From an optimization exercise on the open Yosys and OpenROAD flow, aimed at small area; shortcuts taken in it are not production practice. In this exercise RTL edits were held to simulation tests only and were not proved equivalent to the original. Power is estimated from default activity; no workload was simulated.

## flow/config.mk

```make
export PLATFORM = sky130hd
export DESIGN_NAME = pong_top
export DESIGN_NICKNAME = pong_top
export VERILOG_FILES = /design/flow/design.v
export SDC_FILE = /design/flow/constraint.sdc
export NUM_CORES = 4
export LEC_CHECK = 0
export CAP_MARGIN = 20
export CORE_MARGIN = 2
export CORE_UTILIZATION = 40
export SLEW_MARGIN = 20
```

## flow/constraint.sdc

```tcl
create_clock -name core_clock -period 15.0 [get_ports {pixel_clk}]
set_input_delay 3.0000 -clock core_clock [delete_from_list [all_inputs] [get_ports {pixel_clk}]]
set_output_delay 3.0000 -clock core_clock [all_outputs]
set_load 0.01 [all_outputs]
```

## flow/design.v

```verilog
package pong_pkg;
	typedef logic [7:0] pixel_t;
	typedef logic [10:0] hcount_t;
	typedef logic [9:0] vcount_t;
	typedef logic [2:0] sync_t;
	typedef logic [1:0] mode_t;
	localparam mode_t mode_game = 2'd0;
	localparam mode_t mode_border = 2'd1;
	localparam mode_t mode_bars = 2'd2;
	localparam mode_t mode_game_alt = 2'd3;
	typedef logic [1:0] speed_t;
	localparam int PUCK_SIZE = 64;
	localparam int PADDLE_W = 16;
	localparam int PADDLE_H = 128;
	localparam int PADDLE_STEP = 8;
	localparam int PADDLE_MARGIN = 20;
	localparam int PUCK_MIN_X = 5;
	localparam int PUCK_MIN_Y = 1;
	localparam pixel_t PUCK0_COLOR = 8'b111_000_11;
	localparam pixel_t PUCK1_COLOR = 8'b111_111_00;
	localparam pixel_t PADDLE_COLOR = 8'b000_111_00;
	localparam sync_t SYNC_IDLE = 3'b110;
	localparam int RENDER_DELAY = 2;
endpackage
import pong_pkg::*;
module video_timing #(
	parameter int H_ACTIVE = 1024,
	parameter int H_FP = 24,
	parameter int H_SYNC = 136,
	parameter int H_BP = 160,
	parameter int V_ACTIVE = 768,
	parameter int V_FP = 3,
	parameter int V_SYNC = 6,
	parameter int V_BP = 29
) (
	input logic pixel_clk,
	input logic reset,
	output logic [10:0] hcount,
	output logic [9:0] vcount,
	output logic hsync,
	output logic vsync,
	output logic video_on,
	output logic frame_pulse
);
	localparam int H_TOTAL = H_ACTIVE + H_FP + H_SYNC + H_BP;
	localparam int V_TOTAL = V_ACTIVE + V_FP + V_SYNC + V_BP;
	localparam int H_SYNC_START = H_ACTIVE + H_FP;
	localparam int V_SYNC_START = V_ACTIVE + V_FP;
	logic h_end;
	logic v_end;
	logic vsync_prev;
	assign h_end = (hcount == 11'(H_TOTAL - 1));
	assign v_end = (vcount == 10'(V_TOTAL - 1));
	always_ff @(posedge pixel_clk or posedge reset) begin
		if (reset) begin
			hcount <= '0;
			vcount <= '0;
			vsync_prev <= 1'b1;
		end else begin
			hcount <= h_end ? '0 : hcount + 1'b1;
			if (h_end) begin
				vcount <= v_end ? '0 : vcount + 1'b1;
			end
			vsync_prev <= vsync;
		end
	end
	assign hsync = !((hcount >= 11'(H_SYNC_START)) &&
		(hcount < 11'(H_SYNC_START + H_SYNC)));
	assign vsync = !((vcount >= 10'(V_SYNC_START)) &&
		(vcount < 10'(V_SYNC_START + V_SYNC)));
	assign video_on = (hcount < 11'(H_ACTIVE)) && (vcount < 10'(V_ACTIVE));
	assign frame_pulse = vsync_prev && !vsync;
endmodule
import pong_pkg::*;
module pong_regs (
	input logic pixel_clk,
	input logic reset,
	input logic wb_cyc,
	input logic wb_stb,
	input logic wb_we,
	input logic wb_adr,
	input logic [7:0] wb_dat_w,
	output logic [7:0] wb_dat_r,
	output logic wb_ack,
	output logic [1:0] mode,
	output logic [1:0] speed_x,
	output logic [1:0] speed_y
);
	logic req;
	logic [7:0] rd_data;
	assign req = wb_cyc && wb_stb && !wb_ack;
	assign rd_data = wb_adr ? {4'b0000, speed_x, speed_y} : {6'b000000, mode};
	always_ff @(posedge pixel_clk or posedge reset) begin
		if (reset) begin
			wb_ack <= 1'b0;
			mode <= mode_game;
			speed_x <= 2'd1;
			speed_y <= 2'd1;
		end else begin
			wb_ack <= req;
			if (req && wb_we) begin
				if (wb_adr) begin
					speed_x <= wb_dat_w[3:2];
					speed_y <= wb_dat_w[1:0];
				end else begin
					mode <= wb_dat_w[1:0];
				end
			end
		end
	end
	always_ff @(posedge pixel_clk) begin
		if (req) begin
			wb_dat_r <= rd_data;
		end
	end
endmodule
import pong_pkg::*;
module puck_motion #(
	parameter int H_ACTIVE = 1024,
	parameter int V_ACTIVE = 768,
	parameter int START_X = 256,
	parameter int START_Y = 192,
	parameter bit START_RIGHT = 1'b1,
	parameter bit START_DOWN = 1'b1
) (
	input logic pixel_clk,
	input logic reset,
	input logic frame_pulse,
	input logic [1:0] speed_x,
	input logic [1:0] speed_y,
	output logic [10:0] puck_x,
	output logic [9:0] puck_y
);
	localparam int MAX_X = H_ACTIVE - PUCK_SIZE;
	localparam int MAX_Y = V_ACTIVE - PUCK_SIZE;
	logic moving_right;
	logic moving_down;
	logic signed [31:0] next_x;
	logic signed [31:0] next_y;
	always_comb begin
		next_x = moving_right ? $signed({21'b0, puck_x}) + $signed({29'b0, speed_x, 1'b0})
			: $signed({21'b0, puck_x}) - $signed({29'b0, speed_x, 1'b0});
		next_y = moving_down ? $signed({22'b0, puck_y}) + $signed({29'b0, speed_y, 1'b0})
			: $signed({22'b0, puck_y}) - $signed({29'b0, speed_y, 1'b0});
	end
	always_ff @(posedge pixel_clk or posedge reset) begin
		if (reset) begin
			puck_x <= 11'(START_X);
			puck_y <= 10'(START_Y);
			moving_right <= START_RIGHT;
			moving_down <= START_DOWN;
		end else if (frame_pulse) begin
			if (next_x < PUCK_MIN_X) begin
				puck_x <= 11'(PUCK_MIN_X);
				moving_right <= 1'b1;
			end else if (next_x > MAX_X) begin
				puck_x <= 11'(MAX_X);
				moving_right <= 1'b0;
			end else begin
				puck_x <= next_x[10:0];
			end
			if (next_y < PUCK_MIN_Y) begin
				puck_y <= 10'(PUCK_MIN_Y);
				moving_down <= 1'b1;
			end else if (next_y > MAX_Y) begin
				puck_y <= 10'(MAX_Y);
				moving_down <= 1'b0;
			end else begin
				puck_y <= next_y[9:0];
			end
		end
	end
endmodule
import pong_pkg::*;
module paddle_motion #(
	parameter int H_ACTIVE = 1024,
	parameter int V_ACTIVE = 768
) (
	input logic pixel_clk,
	input logic reset,
	input logic frame_pulse,
	input logic btn_up,
	input logic btn_down,
	input logic btn_left,
	input logic btn_right,
	output logic [10:0] paddle_x,
	output logic [9:0] paddle_y
);
	localparam int X_MAX = H_ACTIVE - PADDLE_MARGIN - PADDLE_W;
	localparam int Y_MAX = V_ACTIVE - PADDLE_MARGIN - PADDLE_H;
	logic signed [31:0] up_y;
	logic signed [31:0] down_y;
	logic signed [31:0] left_x;
	logic signed [31:0] right_x;
	always_comb begin
		up_y = $signed({22'b0, paddle_y}) - PADDLE_STEP;
		down_y = $signed({22'b0, paddle_y}) + PADDLE_STEP;
		left_x = $signed({21'b0, paddle_x}) - PADDLE_STEP;
		right_x = $signed({21'b0, paddle_x}) + PADDLE_STEP;
	end
	always_ff @(posedge pixel_clk or posedge reset) begin
		if (reset) begin
			paddle_x <= 11'(PADDLE_MARGIN);
			paddle_y <= 10'(PADDLE_MARGIN);
		end else if (frame_pulse) begin
			if (btn_up) begin
				if (up_y >= PADDLE_MARGIN) begin
					paddle_y <= up_y[9:0];
				end
			end else if (btn_down && (down_y <= Y_MAX)) begin
				paddle_y <= down_y[9:0];
			end
			if (btn_left) begin
				if (left_x >= PADDLE_MARGIN) begin
					paddle_x <= left_x[10:0];
				end
			end else if (btn_right && (right_x <= X_MAX)) begin
				paddle_x <= right_x[10:0];
			end
		end
	end
endmodule
import pong_pkg::*;
module round_puck #(
	parameter logic [7:0] COLOR = 8'b111_000_00
) (
	input logic pixel_clk,
	input logic [10:0] hcount,
	input logic [9:0] vcount,
	input logic [10:0] puck_x,
	input logic [9:0] puck_y,
	output logic [7:0] rpixel
);
	localparam int RADIUS = PUCK_SIZE / 2;
	localparam logic [22:0] R_SQ = 23'(RADIUS * RADIUS);
	logic signed [31:0] off_x;
	logic signed [31:0] off_y;
	logic [10:0] dx;
	logic [9:0] dy;
	logic [22:0] dist_sq;
	always_comb begin
		off_x = $signed({21'b0, hcount}) - ($signed({21'b0, puck_x}) + RADIUS);
		off_y = $signed({22'b0, vcount}) - ($signed({22'b0, puck_y}) + RADIUS);
	end
	always_ff @(posedge pixel_clk) begin
		dx <= 11'(off_x < 0 ? -off_x : off_x);
		dy <= 10'(off_y < 0 ? -off_y : off_y);
	end
	assign dist_sq = ({12'b0, dx} * {12'b0, dx}) + ({13'b0, dy} * {13'b0, dy});
	always_ff @(posedge pixel_clk) begin
		rpixel <= (dist_sq <= R_SQ) ? COLOR : '0;
	end
endmodule
module delay_line #(
	parameter int WIDTH = 8,
	parameter int DEPTH = 2,
	parameter logic [WIDTH-1:0] RESET_VALUE = '0
) (
	input logic pixel_clk,
	input logic reset,
	input logic [WIDTH-1:0] din,
	output logic [WIDTH-1:0] dout
);
	logic [WIDTH-1:0] stages [DEPTH];
	always_ff @(posedge pixel_clk or posedge reset) begin
		if (reset) begin
			for (int i = 0; i < DEPTH; i++) begin
				stages[i] <= RESET_VALUE;
			end
		end else begin
			stages[0] <= din;
			for (int i = 1; i < DEPTH; i++) begin
				stages[i] <= stages[i - 1];
			end
		end
	end
	assign dout = stages[DEPTH - 1];
endmodule
import pong_pkg::*;
module pixel_mux #(
	parameter int H_ACTIVE = 1024,
	parameter int V_ACTIVE = 768
) (
	input logic pixel_clk,
	input logic reset,
	input logic [1:0] mode,
	input logic [10:0] hcount,
	input logic [9:0] vcount,
	input logic [2:0] game_sync,
	input logic [7:0] game_pixel,
	output logic [2:0] out_sync,
	output logic [7:0] out_pixel
);
	localparam logic [7:0] WHITE = 8'hff;
	logic on_border;
	logic [7:0] border_now;
	logic [7:0] bars_now;
	logic [7:0] border_pipe [2];
	logic [7:0] bars_pipe [2];
	logic [7:0] selected;
	assign on_border = (hcount == '0) || (hcount == 11'(H_ACTIVE - 1)) ||
		(vcount == '0) || (vcount == 10'(V_ACTIVE - 1));
	assign border_now = on_border ? WHITE : '0;
	assign bars_now = {{3{hcount[8]}}, {3{hcount[7]}}, {2{hcount[6]}}};
	always_ff @(posedge pixel_clk) begin
		border_pipe[0] <= border_now;
		border_pipe[1] <= border_pipe[0];
		bars_pipe[0] <= bars_now;
		bars_pipe[1] <= bars_pipe[0];
	end
	always_comb begin
		case (mode)
			mode_border: selected = border_pipe[1];
			mode_bars: selected = bars_pipe[1];
			mode_game, mode_game_alt: selected = game_pixel;
			default: selected = game_pixel;
		endcase
	end
	always_ff @(posedge pixel_clk or posedge reset) begin
		if (reset) begin
			out_sync <= SYNC_IDLE;
			out_pixel <= '0;
		end else begin
			out_sync <= game_sync;
			out_pixel <= game_sync[0] ? selected : '0;
		end
	end
endmodule
import pong_pkg::*;
module pong_top #(
	parameter int H_ACTIVE = 1024,
	parameter int H_FP = 24,
	parameter int H_SYNC = 136,
	parameter int H_BP = 160,
	parameter int V_ACTIVE = 768,
	parameter int V_FP = 3,
	parameter int V_SYNC = 6,
	parameter int V_BP = 29
) (
	input logic pixel_clk,
	input logic reset,
	input logic btn_up,
	input logic btn_down,
	input logic btn_left,
	input logic btn_right,
	input logic wb_cyc,
	input logic wb_stb,
	input logic wb_we,
	input logic wb_adr,
	input logic [7:0] wb_dat_w,
	output logic [7:0] wb_dat_r,
	output logic wb_ack,
	output logic hsync,
	output logic vsync,
	output logic video_on,
	output logic [2:0] vga_red,
	output logic [2:0] vga_green,
	output logic [1:0] vga_blue
);
	logic [10:0] hcount;
	logic [9:0] vcount;
	logic raw_hsync;
	logic raw_vsync;
	logic raw_video_on;
	logic frame_pulse;
	logic [1:0] mode;
	logic [1:0] speed_x;
	logic [1:0] speed_y;
	logic [10:0] puck0_x;
	logic [9:0] puck0_y;
	logic [10:0] puck1_x;
	logic [9:0] puck1_y;
	logic [10:0] paddle_x;
	logic [9:0] paddle_y;
	logic [7:0] puck0_pix;
	logic [7:0] puck1_pix;
	logic [7:0] paddle_pix;
	logic [7:0] paddle_pix_d;
	logic [7:0] game_pixel;
	logic [7:0] out_pixel;
	logic [2:0] raw_sync;
	logic [2:0] game_sync;
	logic [2:0] out_sync;
	video_timing #(
		.H_ACTIVE(H_ACTIVE), .H_FP(H_FP), .H_SYNC(H_SYNC), .H_BP(H_BP),
		.V_ACTIVE(V_ACTIVE), .V_FP(V_FP), .V_SYNC(V_SYNC), .V_BP(V_BP)
	) i_video_timing (
		.pixel_clk(pixel_clk),
		.reset(reset),
		.hcount(hcount),
		.vcount(vcount),
		.hsync(raw_hsync),
		.vsync(raw_vsync),
		.video_on(raw_video_on),
		.frame_pulse(frame_pulse)
	);
	pong_regs i_pong_regs (
		.pixel_clk(pixel_clk),
		.reset(reset),
		.wb_cyc(wb_cyc),
		.wb_stb(wb_stb),
		.wb_we(wb_we),
		.wb_adr(wb_adr),
		.wb_dat_w(wb_dat_w),
		.wb_dat_r(wb_dat_r),
		.wb_ack(wb_ack),
		.mode(mode),
		.speed_x(speed_x),
		.speed_y(speed_y)
	);
	puck_motion #(
		.H_ACTIVE(H_ACTIVE), .V_ACTIVE(V_ACTIVE),
		.START_X(H_ACTIVE / 4), .START_Y(V_ACTIVE / 4),
		.START_RIGHT(1'b1), .START_DOWN(1'b1)
	) i_puck0_motion (
		.pixel_clk(pixel_clk),
		.reset(reset),
		.frame_pulse(frame_pulse),
		.speed_x(speed_x),
		.speed_y(speed_y),
		.puck_x(puck0_x),
		.puck_y(puck0_y)
	);
	puck_motion #(
		.H_ACTIVE(H_ACTIVE), .V_ACTIVE(V_ACTIVE),
		.START_X(H_ACTIVE / 2), .START_Y(V_ACTIVE / 2),
		.START_RIGHT(1'b0), .START_DOWN(1'b0)
	) i_puck1_motion (
		.pixel_clk(pixel_clk),
		.reset(reset),
		.frame_pulse(frame_pulse),
		.speed_x(speed_x),
		.speed_y(speed_y),
		.puck_x(puck1_x),
		.puck_y(puck1_y)
	);
	paddle_motion #(
		.H_ACTIVE(H_ACTIVE), .V_ACTIVE(V_ACTIVE)
	) i_paddle_motion (
		.pixel_clk(pixel_clk),
		.reset(reset),
		.frame_pulse(frame_pulse),
		.btn_up(btn_up),
		.btn_down(btn_down),
		.btn_left(btn_left),
		.btn_right(btn_right),
		.paddle_x(paddle_x),
		.paddle_y(paddle_y)
	);
	round_puck #(.COLOR(PUCK0_COLOR)) i_puck0_render (
		.pixel_clk(pixel_clk),
		.hcount(hcount),
		.vcount(vcount),
		.puck_x(puck0_x),
		.puck_y(puck0_y),
		.rpixel(puck0_pix)
	);
	round_puck #(.COLOR(PUCK1_COLOR)) i_puck1_render (
		.pixel_clk(pixel_clk),
		.hcount(hcount),
		.vcount(vcount),
		.puck_x(puck1_x),
		.puck_y(puck1_y),
		.rpixel(puck1_pix)
	);
	assign paddle_pix = ((hcount >= paddle_x) && (hcount < paddle_x + PADDLE_W) &&
		(vcount >= paddle_y) && (vcount < paddle_y + PADDLE_H)) ? PADDLE_COLOR : '0;
	delay_line #(.WIDTH(8), .DEPTH(RENDER_DELAY)) i_paddle_delay (
		.pixel_clk(pixel_clk),
		.reset(reset),
		.din(paddle_pix),
		.dout(paddle_pix_d)
	);
	assign raw_sync = {raw_hsync, raw_vsync, raw_video_on};
	delay_line #(
		.WIDTH(3), .DEPTH(RENDER_DELAY), .RESET_VALUE(SYNC_IDLE)
	) i_sync_delay (
		.pixel_clk(pixel_clk),
		.reset(reset),
		.din(raw_sync),
		.dout(game_sync)
	);
	assign game_pixel = puck0_pix | puck1_pix | paddle_pix_d;
	pixel_mux #(
		.H_ACTIVE(H_ACTIVE), .V_ACTIVE(V_ACTIVE)
	) i_pixel_mux (
		.pixel_clk(pixel_clk),
		.reset(reset),
		.mode(mode),
		.hcount(hcount),
		.vcount(vcount),
		.game_sync(game_sync),
		.game_pixel(game_pixel),
		.out_sync(out_sync),
		.out_pixel(out_pixel)
	);
	assign hsync = out_sync[2];
	assign vsync = out_sync[1];
	assign video_on = out_sync[0];
	assign vga_red = out_pixel[7:5];
	assign vga_green = out_pixel[4:2];
	assign vga_blue = out_pixel[1:0];
endmodule
```

## flow/run.sh

```bash
#!/bin/bash
# synth_recipe.tcl (not shown) runs the flow's synth.tcl, then flattens the netlist and writes it again
# the make line also repeats each setting of config.mk as NAME=value (left out here)
make -C /OpenROAD-flow-scripts/flow DESIGN_CONFIG=/design/flow/config.mk WORK_HOME=/design/flow/orfs CLKGATE_MAP_FILE= SYNTH_SCRIPT=/design/flow/synth_recipe.tcl finish
```

==> qor.txt <==
Status - complete, no violations
Clock Tree Root - clkbuf_16
Boundary pin count - 38
Area growth syn-to-layout - 5.944%
Post-CTS Setup Bufs - 0
Max transition margin - 42.48%
Vias per inst - 5.127
Cell count after synthesis - 3057
Setup TNS - 0 ns
WL per Instance - 13.98 µm
Switch share - 31.77%
Port bufs - 29
Final instance area - 0.02736 mm²
Most frequent cells in the layout - 505 x inv_1, 375 x ha_1, 243 x nand2_1
Yosys top cell area share - 18.37%
H-tree depth - 4
Die height - 258.1 µm
Ys flop type - dfrtp_1
PwrDens - 39.25 mW/mm²
Clk latency of the worst-skew pair - 0.45 ns
Die area - 0.06661 mm²
Fin util - 42.68%
Fmax - 119.3 MHz
Dpl cell area - 0.02676 mm²
Netlist cell types - 85
Asr flop ratio synth - 64.33%
Antenna diodes - 0
Net Sw Power - 341.2 µW
Final worst-path cycle share - 55.88%
CP peak stage delay - 0.70 ns
Number of max-cap violations - 0
Fin crit period - 8.382 ns
Row count - 93
Share of layout cells above drive strength 1 - 3.319%
Register share of total power - 41.5%
Total Wirelength - 54090 µm
Routability congestion estimate - 0.8444
Gr ovfl total - 0
Synth warnings - 14
Fillers - 6455
Clock Power Share - 41.1%
Vias - 19.83k
CP Capture Type - register
Hold Crit Class - reg -> reg
CTS buffer count - 17
Cell-internal power - 732.7 µW
Clock net sink count - 157
CP required - 15.31 ns
Top cells by area, synth - fa_1 18%, ha_1 18%, dfrtp_1 8.0%
Syn Std Cell Area - 0.02583 mm²
Clk buf depth - 2
Unrepaired setup endpoints after global routing - false
DR pass1 iterations - 8
Tot GR Track Use - 16.85%
Max IR drop VDD - 0.00007884 V
Final setup fails - 0
CTS resizes - 0
Hold Fails Final Rpt - 0
Largest net degree at the start of global routing - 58
P_leak - 0.01338 µW
CTS tree - built
Final Max Tran Viols - 0
Reg area - 0.003711 mm²
Core Box Area - 0.06412 mm²
Clk pin slew, worst setup/hold paths - 0.08 ns
Slew @ Worst Pin - 0.8515 ns
Critical path's slowest cell - o41ai_1
Initial antenna violation count - 0
Synth Area per Inst - 8.448 µm²
Flops & latches, synth - 157
EDFF count, synth - 4
Register area share after synthesis - 14.37%
Hold_buf cts - 0
First-pass GRT wire length - 95010 µm
Final #Nets - 3630
Critical path startpoint category - register
Antenna-violating nets left - 0
CP Class - reg -> reg
Clock Skews - 0.01619 ns
Post-synth top area cell - fa_1
Die W - 258.1 µm
Residual DRC - 0
Area of the multi-input gates - 0.01976 mm²
Commonest non-fill, non-tap cell in the layout - inv_1
Crit path DAT - 8.69 ns
Initial DRC Count - 953
Comb pwr share - 17.4%
CP max FO - 12
Number of global-route vias before repair - 19.64k
Initial Utilization - 40.28%
Post-DP HPWL - 43780 µm
path summary, 6_finish.rpt:
| path | start | to | slack (ns) | cells past startpoint |
|---|---|---|---|---|
| max | i_puck0_render.dx[4]$_DFF_P_ | i_puck0_render.rpixel[6]$_DFF_P_ | 6.62 | 28 |
| min | i_pixel_mux.bars_pipe[0][1]$_DFF_P_ | i_pixel_mux.bars_pipe[1][1]$_DFF_P_ | 0.33 | 0 |
| max reg2reg | i_puck0_render.dx[4]$_DFF_P_ | i_puck0_render.rpixel[6]$_DFF_P_ | 6.62 | 28 |
| min reg2reg | i_pixel_mux.bars_pipe[0][1]$_DFF_P_ | i_pixel_mux.bars_pipe[1][1]$_DFF_P_ | 0.33 | 0 |
| max in group asynchronous | reset | i_pong_regs.speed_y[1]$_DFFE_PP0P_ | 10.84 | 3 |
| min in group asynchronous | reset | i_paddle_motion.paddle_x[8]$_DFFE_PP0P_ | 3.05 | 2 |
stage by stage:
step                      instances  hold slack, ns  worst slack (ns)  total power (µW)
after floorplan                3060          0.3096             7.693             586.8
after global placement         3836          0.3106             6.597             639.6
after detailed placement       3836          0.3121             6.647             639.4
after CTS                      3868          0.3301             6.543              1085
after global routing           3868          0.3295             6.068              1126
final                          3868          0.3297             6.618              1074
logic make-up after synthesis:
group                      after synthesis  synth area share, %
AOI/OAI and AO/OA                      543                13.99
xor gates and xnor gates               203                6.884
adders and majority gates              612                36.54
buffers and inverters                  618                9.171
DFF                                    157                14.37
muxes                                   36                1.478
other                                    1              0.01452
and+or+nand+nor                        887                17.56
sequential cells by signal (all words and copies together) (netlist names), 2 cells and up:
register                  cells
i_puck0_motion.puck_x        11
i_puck0_render.dx            11
i_puck1_render.dx            11
i_video_timing.hcount        11
i_puck0_motion.puck_y        10
i_puck0_render.dy            10
i_puck1_motion.puck_x        10
i_puck1_motion.puck_y        10
i_puck1_render.dy            10
i_video_timing.vcount        10
i_paddle_motion.paddle_x      8
i_paddle_motion.paddle_y      7
i_pixel_mux.bars_pipe         6
i_sync_delay.stages           6
i_pong_regs.wb_dat_r          4
i_pixel_mux.out_pixel         3
i_pixel_mux.out_sync          3
i_paddle_delay.stages         2
i_pixel_mux.border_pipe       2
i_pong_regs.mode              2
i_pong_regs.speed_x           2
i_pong_regs.speed_y           2
worst max-delay path: cells and delay by family, from the launching register on:
kind / cells / cell delay, ns
simple gates: 7 / 1.53
buf+inv: 5 / 0.36
compound gates: 8 / 2.33
fa+ha+maj: 7 / 3.34
flops: 1 / 0.60
xor+xnor: 1 / 0.08
cell type report:
class | instances | area share, %
timing repair buffer | 33 | 1.171
inverter | 506 | 6.951
multi-input combinational | 2285 | 72.22
clock inverter | 15 | 0.6311
sequential | 157 | 13.56
clock buffer | 17 | 1.555
tap | 855 | 3.910
power groups by stage:
stage                     logic [µW]  registers [µW]  clock network, µW
after CTS                        187             446                452
final                            187             446                441
after global placement           185             454                  0
after floorplan                  138             449                  0
after global routing             210             447                470
after detailed placement         185             454                  0
Yosys cell counts (all sizes together) (43+ instances only):
library cell and number:
a21oi 130, nor2 146, fa 237, o21ai 114
dfxtp 52, dfrtp 83, nor3 65, nor2b 45
and2 128, clkbuf 92, inv 506, ha 375
a21o 43, nand3 67, xnor2 165, nand2 244
per-layer routing:
metal	share of wire [%]	vias to the layer above	track usage [%]
met5	0	-	0
met4	1.4	0	3.548
met3	2.2	41	1.335
met2	45	251	27.56
met1	51	9404	24.31
li1	-	10140	-

[what the ideal ports hide]
The results above use ideal ports. As a check the final layout listed here was re-extracted and re-timed, cells and wires unchanged. Step 1, drivers: a clkbuf_16 drives pixel_clk and a buf_2 each remaining input, both assumed. Step 2 adds t to the input delays and takes it off the output delays; t is the mean of the earliest and latest rising clock arrival at the registers after step 1. Input paths then give back, and output paths get back, about the clock's delay inside the block. a / b / c = ideal / step 1 / step 2; a / b = the first two.
t, ns: 0.499
setup WS [ns]: 6.618 / 6.618 / 6.618
hold WS [ns]: 0.330 / 0.330 / 0.330
worst slew at a driven data input, ns: 0.04
After both steps this run still meets setup and hold. For this run, drivers alone change the setup slack by 0.000 ns; drivers and shift together by 0.000 ns.
